From an optimization exercise on the open Yosys and OpenROAD flow, aimed at small area, a short achievable clock period and few clock cycles per item; shortcuts taken in it are not production practice.
Where RTL was checked, it was by simulation tests only, not by an equivalence proof against the original.

==> inputs of build 53 <==
// aesTop
module aesTop (
    input  logic        clk,
    input  logic        rstN,
    input  aesPkg::apbAddrT     paddr,
    input  logic        psel,
    input  logic        penable,
    input  logic        pwrite,
    input  aesPkg::wordT        pwdata,
    output aesPkg::wordT        prdata,
    output logic        pready,
    output logic        pslverr,
    output logic [20:0] segOut
);
==> flow/config.mk <==
export PLATFORM = sky130hd
export DESIGN_NAME = aesTop
export DESIGN_NICKNAME = aesTop
export VERILOG_FILES = /design/flow/design.v
export SDC_FILE = /design/flow/constraint.sdc
export NUM_CORES = 4
export LEC_CHECK = 0
export CAP_MARGIN = 20
export CELL_PAD_IN_SITES_DETAIL_PLACEMENT = 2
export CELL_PAD_IN_SITES_GLOBAL_PLACEMENT = 2
export CORE_MARGIN = 2
export CORE_UTILIZATION = 35
export CTS_CLUSTER_DIAMETER = 110
export CTS_CLUSTER_SIZE = 24
export PLACE_DENSITY = 0.45
export SETUP_SLACK_MARGIN = 1
export SLEW_MARGIN = 20
export SYNTH_HIERARCHICAL = 1
==> flow/constraint.sdc <==
create_clock -name core_clock -period 8.0 [get_ports {clk}]
set_input_delay 1.6000 -clock core_clock [delete_from_list [all_inputs] [get_ports {clk}]]
set_output_delay 1.6000 -clock core_clock [all_outputs]
set_load 0.01 [all_outputs]
run.sh (not shown) runs the stock make flow with config.mk's settings and CLKGATE_MAP_FILE= SYNTH_SCRIPT=/design/flow/synth_recipe.tcl, a recipe that flattens the netlist after the stock synthesis.
==> build 97: changes against build 53 <==
CELL_PAD_IN_SITES_DETAIL_PLACEMENT = 1   (was 2)
CELL_PAD_IN_SITES_GLOBAL_PLACEMENT = 1   (was 2)
CORE_UTILIZATION = 45   (was 35)
CTS_CLUSTER_DIAMETER = 100   (was 110)
CTS_CLUSTER_SIZE = 20   (was 24)
PLACE_DENSITY = 0.55   (was 0.45)
SETUP_SLACK_MARGIN = 0.9   (was 1)
==> summary of the runs <==
- Build 97 completed with no timing, DRC or antenna violations. Build 53 completed with no timing, DRC or antenna violations.
- Of build 97 and build 53, build 53 has the higher die area (gap about 22%, measured against build 53).
- Between build 53 and build 97, the lower core utilization is in build 53 (gap 10 points).
- In sequential cell count, build 97 and build 53 do not differ.
- Clock skew: build 97 is lower than build 53 (6.2 ps).
- Of build 53 and build 97, build 97 has the higher sequential share of layout area (gap 0.71 points).
Testbench counts of build 53, summed over its fixed seeds: cycles 10,368, blocks 384.
Testbench counts of build 97, summed over its fixed seeds: cycles 10,368, blocks 384.

========
==> exp/indigo: inputs <==
Another version of the RTL of aesTop (not shown whole).
make LEC_CHECK=0 CAP_MARGIN=20 CELL_PAD_IN_SITES_DETAIL_PLACEMENT=1 CELL_PAD_IN_SITES_GLOBAL_PLACEMENT=1 CORE_MARGIN=2 CORE_UTILIZATION=45 CTS_CLUSTER_DIAMETER=100 CTS_CLUSTER_SIZE=20 PLACE_DENSITY=0.55 SETUP_SLACK_MARGIN=1 SLEW_MARGIN=20 SYNTH_HIERARCHICAL=1 finish   # period 8.0 ns
==> inputs of exp/tundra, as changes to exp/indigo <==
--- a/flow/design.v
+++ b/flow/design.v
@@ -166,153 +166,10 @@
     aesXor2 uS4 (.a(L20), .b(L22), .y(out[3]));
     aesXor2 uS5 (.a(L25), .b(L29), .y(out[2]));
     aesXnor2 uS6 (.a(L13), .b(L27), .y(out[1]));
     aesXnor2 uS7 (.a(L6), .b(L23), .y(out[0]));
 endmodule
-module aesSboxN (
-    input  aesPkg::byteT in,
-    output aesPkg::byteT out
-);
-    logic U0, U1, U2, U3, U4, U5, U6, U7;
-    logic T1, T2, T3, T4, T5, T6, T7, T8, T9, T10, T11, T12;
-    logic T13, T14, T15, T16, T17, T18, T19, T20, T21, T22, T23, T24;
-    logic T25, T26, T27, M1, M2, M3, M4, M5, M6, M7, M8, M9;
-    logic M10, M11, M12, M13, M14, M15, M16, M17, M18, M19, M20, M21;
-    logic M22, M23, M24, M25, M26, M27, M28, M29, M30, M32, M33, M35;
-    logic M36, M37, M38, M39, M40, M41, M42, M43, M44, M45, M46, M47;
-    logic M48, M49, M50, M51, M52, M53, M54, M55, M56, M57, M58, M59;
-    logic M60, M61, M62, M63, L0, L1, L2, L3, L4, L5, L6, L7;
-    logic L8, L9, L10, L11, L12, L13, L14, L15, L16, L17, L18, L19;
-    logic L20, L21, L22, L23, L24, L25, L26, L27, L28, L29;
-    assign {U0, U1, U2, U3, U4, U5, U6, U7} = in;
-    aesXor2 uT1 (.a(U0), .b(U3), .y(T1));
-    aesXor2 uT2 (.a(U0), .b(U5), .y(T2));
-    aesXor2 uT3 (.a(U0), .b(U6), .y(T3));
-    aesXor2 uT4 (.a(U3), .b(U5), .y(T4));
-    aesXor2 uT5 (.a(U4), .b(U6), .y(T5));
-    aesXor2 uT6 (.a(T1), .b(T5), .y(T6));
-    aesXor2 uT7 (.a(U1), .b(U2), .y(T7));
-    aesXnor2 uT8 (.a(U7), .b(T6), .y(T8));
-    aesXnor2 uT9 (.a(U7), .b(T7), .y(T9));
-    aesXor2 uT10 (.a(T6), .b(T7), .y(T10));
-    aesXor2 uT11 (.a(U1), .b(U5), .y(T11));
-    aesXor2 uT12 (.a(U2), .b(U5), .y(T12));
-    aesXor2 uT13 (.a(T3), .b(T4), .y(T13));
-    aesXor2 uT14 (.a(T6), .b(T11), .y(T14));
-    aesXor2 uT15 (.a(T5), .b(T11), .y(T15));
-    aesXor2 uT16 (.a(T5), .b(T12), .y(T16));
-    aesXor2 uT17 (.a(T9), .b(T16), .y(T17));
-    aesXor2 uT18 (.a(U3), .b(U7), .y(T18));
-    aesXnor2 uT19 (.a(T7), .b(T18), .y(T19));
-    aesXnor2 uT20 (.a(T1), .b(T19), .y(T20));
-    aesXor2 uT21 (.a(U6), .b(U7), .y(T21));
-    aesXor2 uT22 (.a(T7), .b(T21), .y(T22));
-    aesXor2 uT23 (.a(T2), .b(T22), .y(T23));
-    aesXor2 uT24 (.a(T2), .b(T10), .y(T24));
-    aesXor2 uT25 (.a(T20), .b(T17), .y(T25));
-    aesXor2 uT26 (.a(T3), .b(T16), .y(T26));
-    aesXor2 uT27 (.a(T1), .b(T12), .y(T27));
-    aesNand2 uM1 (.a(T13), .b(T6), .y(M1));
-    aesNand2 uM2 (.a(T23), .b(T8), .y(M2));
-    aesXnor2 uM3 (.a(T14), .b(M1), .y(M3));
-    aesNor2 uM4 (.a(T19), .b(U7), .y(M4));
-    aesXnor2 uM5 (.a(M4), .b(M1), .y(M5));
-    aesNand2 uM6 (.a(T3), .b(T16), .y(M6));
-    aesNand2 uM7 (.a(T22), .b(T9), .y(M7));
-    aesXnor2 uM8 (.a(T26), .b(M6), .y(M8));
-    aesNand2 uM9 (.a(T20), .b(T17), .y(M9));
-    aesXor2 uM10 (.a(M9), .b(M6), .y(M10));
-    aesNand2 uM11 (.a(T1), .b(T15), .y(M11));
-    aesNand2 uM12 (.a(T4), .b(T27), .y(M12));
-    aesXor2 uM13 (.a(M12), .b(M11), .y(M13));
-    aesNand2 uM14 (.a(T2), .b(T10), .y(M14));
-    aesXor2 uM15 (.a(M14), .b(M11), .y(M15));
-    aesXnor2 uM16 (.a(M3), .b(M2), .y(M16));
-    aesXor2 uM17 (.a(M5), .b(T24), .y(M17));
-    aesXnor2 uM18 (.a(M8), .b(M7), .y(M18));
-    aesXor2 uM19 (.a(M10), .b(M15), .y(M19));
-    aesXor2 uM20 (.a(M16), .b(M13), .y(M20));
-    aesXor2 uM21 (.a(M17), .b(M15), .y(M21));
-    aesXor2 uM22 (.a(M18), .b(M13), .y(M22));
-    aesXor2 uM23 (.a(M19), .b(T25), .y(M23));
-    aesXor2 uM24 (.a(M22), .b(M23), .y(M24));
-    aesNand2 uM25 (.a(M22), .b(M20), .y(M25));
-    aesXnor2 uM26 (.a(M21), .b(M25), .y(M26));
-    aesXor2 uM27 (.a(M20), .b(M21), .y(M27));
-    aesXnor2 uM28 (.a(M23), .b(M25), .y(M28));
-    aesNand2 uM29 (.a(M28), .b(M27), .y(M29));
-    aesNand2 uM30 (.a(M26), .b(M24), .y(M30));
-    aesNand3 uM32 (.a(M27), .b(M20), .c(M23), .y(M32));
-    aesXnor2 uM33 (.a(M27), .b(M25), .y(M33));
-    aesNand3 uM35 (.a(M24), .b(M21), .c(M22), .y(M35));
-    aesXnor2 uM36 (.a(M24), .b(M25), .y(M36));
-    aesXnor2 uM37 (.a(M21), .b(M29), .y(M37));
-    aesXnor2 uM38 (.a(M32), .b(M33), .y(M38));
-    aesXor2 uM39 (.a(M23), .b(M30), .y(M39));
-    aesXnor2 uM40 (.a(M35), .b(M36), .y(M40));
-    aesXor2 uM41 (.a(M38), .b(M40), .y(M41));
-    aesXnor2 uM42 (.a(M37), .b(M39), .y(M42));
-    aesXor2 uM43 (.a(M37), .b(M38), .y(M43));
-    aesXnor2 uM44 (.a(M39), .b(M40), .y(M44));
-    aesXor2 uM45 (.a(M42), .b(M41), .y(M45));
-    aesNand2 uM46 (.a(M44), .b(T6), .y(M46));
-    aesNand2 uM47 (.a(M40), .b(T8), .y(M47));
-    aesNor2 uM48 (.a(M39), .b(U7), .y(M48));
-    aesNand2 uM49 (.a(M43), .b(T16), .y(M49));
-    aesNand2 uM50 (.a(M38), .b(T9), .y(M50));
-    aesNand2 uM51 (.a(M37), .b(T17), .y(M51));
-    aesNand2 uM52 (.a(M42), .b(T15), .y(M52));
-    aesNand2 uM53 (.a(M45), .b(T27), .y(M53));
-    aesNand2 uM54 (.a(M41), .b(T10), .y(M54));
-    aesNand2 uM55 (.a(M44), .b(T13), .y(M55));
-    aesNand2 uM56 (.a(M40), .b(T23), .y(M56));
-    aesNor2 uM57 (.a(M39), .b(T19), .y(M57));
-    aesNand2 uM58 (.a(M43), .b(T3), .y(M58));
-    aesNand2 uM59 (.a(M38), .b(T22), .y(M59));
-    aesNand2 uM60 (.a(M37), .b(T20), .y(M60));
-    aesNand2 uM61 (.a(M42), .b(T1), .y(M61));
-    aesNand2 uM62 (.a(M45), .b(T4), .y(M62));
-    aesNand2 uM63 (.a(M41), .b(T2), .y(M63));
-    aesXor2 uL0 (.a(M61), .b(M62), .y(L0));
-    aesXor2 uL1 (.a(M50), .b(M56), .y(L1));
-    aesXnor2 uL2 (.a(M46), .b(M48), .y(L2));
-    aesXor2 uL3 (.a(M47), .b(M55), .y(L3));
-    aesXor2 uL4 (.a(M54), .b(M58), .y(L4));
-    aesXor2 uL5 (.a(M49), .b(M61), .y(L5));
-    aesXnor2 uL6 (.a(M62), .b(L5), .y(L6));
-    aesXnor2 uL7 (.a(M46), .b(L3), .y(L7));
-    aesXor2 uL8 (.a(M51), .b(M59), .y(L8));
-    aesXor2 uL9 (.a(M52), .b(M53), .y(L9));
-    aesXnor2 uL10 (.a(M53), .b(L4), .y(L10));
-    aesXnor2 uL11 (.a(M60), .b(L2), .y(L11));
-    aesXnor2 uL12 (.a(M48), .b(M51), .y(L12));
-    aesXnor2 uL13 (.a(M50), .b(L0), .y(L13));
-    aesXor2 uL14 (.a(M52), .b(M61), .y(L14));
-    aesXnor2 uL15 (.a(M55), .b(L1), .y(L15));
-    aesXnor2 uL16 (.a(M56), .b(L0), .y(L16));
-    aesXor2 uL17 (.a(M57), .b(L1), .y(L17));
-    aesXnor2 uL18 (.a(M58), .b(L8), .y(L18));
-    aesXnor2 uL19 (.a(M63), .b(L4), .y(L19));
-    aesXor2 uL20 (.a(L0), .b(L1), .y(L20));
-    aesXor2 uL21 (.a(L1), .b(L7), .y(L21));
-    aesXor2 uL22 (.a(L3), .b(L12), .y(L22));
-    aesXor2 uL23 (.a(L18), .b(L2), .y(L23));
-    aesXor2 uL24 (.a(L15), .b(L9), .y(L24));
-    aesXor2 uL25 (.a(L6), .b(L10), .y(L25));
-    aesXor2 uL26 (.a(L7), .b(L9), .y(L26));
-    aesXor2 uL27 (.a(L8), .b(L10), .y(L27));
-    aesXor2 uL28 (.a(L11), .b(L14), .y(L28));
-    aesXor2 uL29 (.a(L11), .b(L17), .y(L29));
-    aesXor2 uS0 (.a(L6), .b(L24), .y(out[7]));
-    aesXnor2 uS1 (.a(L16), .b(L26), .y(out[6]));
-    aesXnor2 uS2 (.a(L19), .b(L28), .y(out[5]));
-    aesXor2 uS3 (.a(L6), .b(L21), .y(out[4]));
-    aesXor2 uS4 (.a(L20), .b(L22), .y(out[3]));
-    aesXor2 uS5 (.a(L25), .b(L29), .y(out[2]));
-    aesXnor2 uS6 (.a(L13), .b(L27), .y(out[1]));
-    aesXnor2 uS7 (.a(L6), .b(L23), .y(out[0]));
-endmodule
 module aesXor2 (
     input  logic a,
     input  logic b,
     output logic y
 );
@@ -408,13 +265,13 @@
     aesPkg::wordT rotW;
     aesPkg::wordT subW;
     aesPkg::wordT p0N;    
     aesPkg::wordT p1;     
     aesPkg::wordT w23;    
-    assign rotW = {keyN[23:0], keyN[31:24]};  
+    assign rotW = ~{keyN[23:0], keyN[31:24]};
     for (genvar i = 0; i < 4; i++) begin : gSubWord
-        aesSboxN uSbox (
+        aesSbox uSbox (
             .in  (rotW[8*i +: 8]),
             .out (subW[8*i +: 8])
         );
     end
     aesXorW #(.W(8))  uRcon (.a(keyN[127:120]), .b(rcon), .y(p0N[31:24]));
- CORE_UTILIZATION: 45 -> 55
- PLACE_DENSITY: 0.55 -> 0.65
==> inputs of exp/cedar, as changes to exp/indigo <==
--- a/flow/design.v
+++ b/flow/design.v
@@ -166,153 +166,10 @@
     aesXor2 uS4 (.a(L20), .b(L22), .y(out[3]));
     aesXor2 uS5 (.a(L25), .b(L29), .y(out[2]));
     aesXnor2 uS6 (.a(L13), .b(L27), .y(out[1]));
     aesXnor2 uS7 (.a(L6), .b(L23), .y(out[0]));
 endmodule
-module aesSboxN (
-    input  aesPkg::byteT in,
-    output aesPkg::byteT out
-);
-    logic U0, U1, U2, U3, U4, U5, U6, U7;
-    logic T1, T2, T3, T4, T5, T6, T7, T8, T9, T10, T11, T12;
-    logic T13, T14, T15, T16, T17, T18, T19, T20, T21, T22, T23, T24;
-    logic T25, T26, T27, M1, M2, M3, M4, M5, M6, M7, M8, M9;
-    logic M10, M11, M12, M13, M14, M15, M16, M17, M18, M19, M20, M21;
-    logic M22, M23, M24, M25, M26, M27, M28, M29, M30, M32, M33, M35;
-    logic M36, M37, M38, M39, M40, M41, M42, M43, M44, M45, M46, M47;
-    logic M48, M49, M50, M51, M52, M53, M54, M55, M56, M57, M58, M59;
-    logic M60, M61, M62, M63, L0, L1, L2, L3, L4, L5, L6, L7;
-    logic L8, L9, L10, L11, L12, L13, L14, L15, L16, L17, L18, L19;
-    logic L20, L21, L22, L23, L24, L25, L26, L27, L28, L29;
-    assign {U0, U1, U2, U3, U4, U5, U6, U7} = in;
-    aesXor2 uT1 (.a(U0), .b(U3), .y(T1));
-    aesXor2 uT2 (.a(U0), .b(U5), .y(T2));
-    aesXor2 uT3 (.a(U0), .b(U6), .y(T3));
-    aesXor2 uT4 (.a(U3), .b(U5), .y(T4));
-    aesXor2 uT5 (.a(U4), .b(U6), .y(T5));
-    aesXor2 uT6 (.a(T1), .b(T5), .y(T6));
-    aesXor2 uT7 (.a(U1), .b(U2), .y(T7));
-    aesXnor2 uT8 (.a(U7), .b(T6), .y(T8));
-    aesXnor2 uT9 (.a(U7), .b(T7), .y(T9));
-    aesXor2 uT10 (.a(T6), .b(T7), .y(T10));
-    aesXor2 uT11 (.a(U1), .b(U5), .y(T11));
-    aesXor2 uT12 (.a(U2), .b(U5), .y(T12));
-    aesXor2 uT13 (.a(T3), .b(T4), .y(T13));
-    aesXor2 uT14 (.a(T6), .b(T11), .y(T14));
-    aesXor2 uT15 (.a(T5), .b(T11), .y(T15));
-    aesXor2 uT16 (.a(T5), .b(T12), .y(T16));
-    aesXor2 uT17 (.a(T9), .b(T16), .y(T17));
-    aesXor2 uT18 (.a(U3), .b(U7), .y(T18));
-    aesXnor2 uT19 (.a(T7), .b(T18), .y(T19));
-    aesXnor2 uT20 (.a(T1), .b(T19), .y(T20));
-    aesXor2 uT21 (.a(U6), .b(U7), .y(T21));
-    aesXor2 uT22 (.a(T7), .b(T21), .y(T22));
-    aesXor2 uT23 (.a(T2), .b(T22), .y(T23));
-    aesXor2 uT24 (.a(T2), .b(T10), .y(T24));
-    aesXor2 uT25 (.a(T20), .b(T17), .y(T25));
-    aesXor2 uT26 (.a(T3), .b(T16), .y(T26));
-    aesXor2 uT27 (.a(T1), .b(T12), .y(T27));
-    aesNand2 uM1 (.a(T13), .b(T6), .y(M1));
-    aesNand2 uM2 (.a(T23), .b(T8), .y(M2));
-    aesXnor2 uM3 (.a(T14), .b(M1), .y(M3));
-    aesNor2 uM4 (.a(T19), .b(U7), .y(M4));
-    aesXnor2 uM5 (.a(M4), .b(M1), .y(M5));
-    aesNand2 uM6 (.a(T3), .b(T16), .y(M6));
-    aesNand2 uM7 (.a(T22), .b(T9), .y(M7));
-    aesXnor2 uM8 (.a(T26), .b(M6), .y(M8));
-    aesNand2 uM9 (.a(T20), .b(T17), .y(M9));
-    aesXor2 uM10 (.a(M9), .b(M6), .y(M10));
-    aesNand2 uM11 (.a(T1), .b(T15), .y(M11));
-    aesNand2 uM12 (.a(T4), .b(T27), .y(M12));
-    aesXor2 uM13 (.a(M12), .b(M11), .y(M13));
-    aesNand2 uM14 (.a(T2), .b(T10), .y(M14));
-    aesXor2 uM15 (.a(M14), .b(M11), .y(M15));
-    aesXnor2 uM16 (.a(M3), .b(M2), .y(M16));
-    aesXor2 uM17 (.a(M5), .b(T24), .y(M17));
-    aesXnor2 uM18 (.a(M8), .b(M7), .y(M18));
-    aesXor2 uM19 (.a(M10), .b(M15), .y(M19));
-    aesXor2 uM20 (.a(M16), .b(M13), .y(M20));
-    aesXor2 uM21 (.a(M17), .b(M15), .y(M21));
-    aesXor2 uM22 (.a(M18), .b(M13), .y(M22));
-    aesXor2 uM23 (.a(M19), .b(T25), .y(M23));
-    aesXor2 uM24 (.a(M22), .b(M23), .y(M24));
-    aesNand2 uM25 (.a(M22), .b(M20), .y(M25));
-    aesXnor2 uM26 (.a(M21), .b(M25), .y(M26));
-    aesXor2 uM27 (.a(M20), .b(M21), .y(M27));
-    aesXnor2 uM28 (.a(M23), .b(M25), .y(M28));
-    aesNand2 uM29 (.a(M28), .b(M27), .y(M29));
-    aesNand2 uM30 (.a(M26), .b(M24), .y(M30));
-    aesNand3 uM32 (.a(M27), .b(M20), .c(M23), .y(M32));
-    aesXnor2 uM33 (.a(M27), .b(M25), .y(M33));
-    aesNand3 uM35 (.a(M24), .b(M21), .c(M22), .y(M35));
-    aesXnor2 uM36 (.a(M24), .b(M25), .y(M36));
-    aesXnor2 uM37 (.a(M21), .b(M29), .y(M37));
-    aesXnor2 uM38 (.a(M32), .b(M33), .y(M38));
-    aesXor2 uM39 (.a(M23), .b(M30), .y(M39));
-    aesXnor2 uM40 (.a(M35), .b(M36), .y(M40));
-    aesXor2 uM41 (.a(M38), .b(M40), .y(M41));
-    aesXnor2 uM42 (.a(M37), .b(M39), .y(M42));
-    aesXor2 uM43 (.a(M37), .b(M38), .y(M43));
-    aesXnor2 uM44 (.a(M39), .b(M40), .y(M44));
-    aesXor2 uM45 (.a(M42), .b(M41), .y(M45));
-    aesNand2 uM46 (.a(M44), .b(T6), .y(M46));
-    aesNand2 uM47 (.a(M40), .b(T8), .y(M47));
-    aesNor2 uM48 (.a(M39), .b(U7), .y(M48));
-    aesNand2 uM49 (.a(M43), .b(T16), .y(M49));
-    aesNand2 uM50 (.a(M38), .b(T9), .y(M50));
-    aesNand2 uM51 (.a(M37), .b(T17), .y(M51));
-    aesNand2 uM52 (.a(M42), .b(T15), .y(M52));
-    aesNand2 uM53 (.a(M45), .b(T27), .y(M53));
-    aesNand2 uM54 (.a(M41), .b(T10), .y(M54));
-    aesNand2 uM55 (.a(M44), .b(T13), .y(M55));
-    aesNand2 uM56 (.a(M40), .b(T23), .y(M56));
-    aesNor2 uM57 (.a(M39), .b(T19), .y(M57));
-    aesNand2 uM58 (.a(M43), .b(T3), .y(M58));
-    aesNand2 uM59 (.a(M38), .b(T22), .y(M59));
-    aesNand2 uM60 (.a(M37), .b(T20), .y(M60));
-    aesNand2 uM61 (.a(M42), .b(T1), .y(M61));
-    aesNand2 uM62 (.a(M45), .b(T4), .y(M62));
-    aesNand2 uM63 (.a(M41), .b(T2), .y(M63));
-    aesXor2 uL0 (.a(M61), .b(M62), .y(L0));
-    aesXor2 uL1 (.a(M50), .b(M56), .y(L1));
-    aesXnor2 uL2 (.a(M46), .b(M48), .y(L2));
-    aesXor2 uL3 (.a(M47), .b(M55), .y(L3));
-    aesXor2 uL4 (.a(M54), .b(M58), .y(L4));
-    aesXor2 uL5 (.a(M49), .b(M61), .y(L5));
-    aesXnor2 uL6 (.a(M62), .b(L5), .y(L6));
-    aesXnor2 uL7 (.a(M46), .b(L3), .y(L7));
-    aesXor2 uL8 (.a(M51), .b(M59), .y(L8));
-    aesXor2 uL9 (.a(M52), .b(M53), .y(L9));
-    aesXnor2 uL10 (.a(M53), .b(L4), .y(L10));
-    aesXnor2 uL11 (.a(M60), .b(L2), .y(L11));
-    aesXnor2 uL12 (.a(M48), .b(M51), .y(L12));
-    aesXnor2 uL13 (.a(M50), .b(L0), .y(L13));
-    aesXor2 uL14 (.a(M52), .b(M61), .y(L14));
-    aesXnor2 uL15 (.a(M55), .b(L1), .y(L15));
-    aesXnor2 uL16 (.a(M56), .b(L0), .y(L16));
-    aesXor2 uL17 (.a(M57), .b(L1), .y(L17));
-    aesXnor2 uL18 (.a(M58), .b(L8), .y(L18));
-    aesXnor2 uL19 (.a(M63), .b(L4), .y(L19));
-    aesXor2 uL20 (.a(L0), .b(L1), .y(L20));
-    aesXor2 uL21 (.a(L1), .b(L7), .y(L21));
-    aesXor2 uL22 (.a(L3), .b(L12), .y(L22));
-    aesXor2 uL23 (.a(L18), .b(L2), .y(L23));
-    aesXor2 uL24 (.a(L15), .b(L9), .y(L24));
-    aesXor2 uL25 (.a(L6), .b(L10), .y(L25));
-    aesXor2 uL26 (.a(L7), .b(L9), .y(L26));
-    aesXor2 uL27 (.a(L8), .b(L10), .y(L27));
-    aesXor2 uL28 (.a(L11), .b(L14), .y(L28));
-    aesXor2 uL29 (.a(L11), .b(L17), .y(L29));
-    aesXor2 uS0 (.a(L6), .b(L24), .y(out[7]));
-    aesXnor2 uS1 (.a(L16), .b(L26), .y(out[6]));
-    aesXnor2 uS2 (.a(L19), .b(L28), .y(out[5]));
-    aesXor2 uS3 (.a(L6), .b(L21), .y(out[4]));
-    aesXor2 uS4 (.a(L20), .b(L22), .y(out[3]));
-    aesXor2 uS5 (.a(L25), .b(L29), .y(out[2]));
-    aesXnor2 uS6 (.a(L13), .b(L27), .y(out[1]));
-    aesXnor2 uS7 (.a(L6), .b(L23), .y(out[0]));
-endmodule
 module aesXor2 (
     input  logic a,
     input  logic b,
     output logic y
 );
@@ -408,13 +265,13 @@
     aesPkg::wordT rotW;
     aesPkg::wordT subW;
     aesPkg::wordT p0N;    
     aesPkg::wordT p1;     
     aesPkg::wordT w23;    
-    assign rotW = {keyN[23:0], keyN[31:24]};  
+    assign rotW = ~{keyN[23:0], keyN[31:24]};
     for (genvar i = 0; i < 4; i++) begin : gSubWord
-        aesSboxN uSbox (
+        aesSbox uSbox (
             .in  (rotW[8*i +: 8]),
             .out (subW[8*i +: 8])
         );
     end
     aesXorW #(.W(8))  uRcon (.a(keyN[127:120]), .b(rcon), .y(p0N[31:24]));
- CELL_PAD_IN_SITES_DETAIL_PLACEMENT: 1 -> 2
- CELL_PAD_IN_SITES_GLOBAL_PLACEMENT: 1 -> 2
- CORE_UTILIZATION: 45 -> 35
- PLACE_DENSITY: 0.55 -> 0.45
==> comparison <==
Wire length: exp/cedar > exp/indigo > exp/tundra.
exp/cedar produced a clean layout. exp/indigo finished clean. exp/tundra produced a clean layout.
In flip-flop and latch count, exp/tundra and exp/cedar do not differ.
In synthesized cell count, exp/cedar and exp/tundra do not differ.
Via count, highest first: exp/tundra, exp/cedar, exp/indigo.
Clock skew: exp/cedar > exp/tundra > exp/indigo.
Cell count: exp/cedar > exp/indigo > exp/tundra.
In exp/tundra the critical path depth is higher than in exp/cedar, by 15.
==> figures <==
	exp/indigo	exp/tundra	exp/cedar
Portion of the layout cell area used by non-clock buffers	4.94%	4.33%	5.29%
Setup slack after placement	0.358 ns	0.375 ns	0.499 ns
Post-Route Utilization	52.6%	63.7%	41.9%
Critical path startpoint category	flop	flop	input port
Initial DRC count	4349	5220	3453
Maximum net fanout on the critical path	6	5	17
Register area share after synthesis	27.0%	26.9%	26.9%
Run status	no timing/DRC/antenna violations	no timing/DRC/antenna violations	no timing/DRC/antenna violations
Final nets	5548	5534	5622
Share of synthesized area spent on multiplexers	0.0961%	0.0958%	0.0958%
Routed wire length on met2	93700 um	86500 um	104000 um
Dpl cell area	52600 sq um	52000 sq um	53500 sq um
Number of antenna violations at the first check in global routing	6	1	10
Global routing usage summed across all routing layers	35.7%	41.5%	30.4%
Smallest hold slack	0.486 ns	0.484 ns	0.487 ns
Data required time at the worst endpoint	8.43 ns	8.37 ns	6.40 ns
Slowest library cell on the worst path	sky130_fd_sc_hd__xor2_1	sky130_fd_sc_hd__dfxtp_1	sky130_fd_sc_hd__nor2_4
Testbench counts of exp/tundra, summed over its fixed seeds: cycles 10,368, blocks 384.
Testbench counts of exp/cedar, summed over its fixed seeds: cycles 10,368, blocks 384.
The RTL of exp/indigo was laid out without a check of its function.

==> afterwards: timing with drivers on the ports <==
The results above use ideal ports. As a check the final layouts listed here were re-extracted and re-timed, cells and wires unchanged. Step 1 (the two cells are an assumption about what drives the block):
set clk [get_ports {clk}]
set_driving_cell -lib_cell sky130_fd_sc_hd__clkbuf_16 $clk
set_driving_cell -lib_cell sky130_fd_sc_hd__buf_2 [delete_from_list [all_inputs] $clk]
Step 2 times the ports against the registers' clock, not the clock port: input delays grow and output delays shrink by t, the midpoint of the rising clock arrivals with the driver on. Slacks: no drivers / after step 1 / after step 2; pairs: no drivers / after step 1.
run | shift t [ns] | setup slack, ns | latest minus earliest clock arrival (ns) | slew at the worst register clock pin (ns) | worst slew at a driven data input, ns
build 53 | 0.705 | 1.123 / 1.096 / 1.096 | 0.038 / 0.037 | 0.11 / 0.11 | 0.05
build 97 | 0.680 | 1.073 / 1.073 / 1.073 | 0.031 / 0.031 | 0.10 / 0.10 | 0.05
exp/indigo | 0.671 | 1.172 / 1.172 / 1.172 | 0.025 / 0.024 | 0.10 / 0.10 | 0.09
exp/tundra | 0.668 | 1.086 / 1.086 / 1.086 | 0.033 / 0.034 | 0.10 / 0.10 | 0.06
exp/cedar | 0.711 | 1.115 / 1.089 / 1.089 | 0.058 / 0.058 | 0.10 / 0.10 | 0.05
After both steps every run listed still meets setup and hold. The setup slack of build 53, which loses most, moves by -0.027 ns with the drivers and by -0.027 ns with both steps.
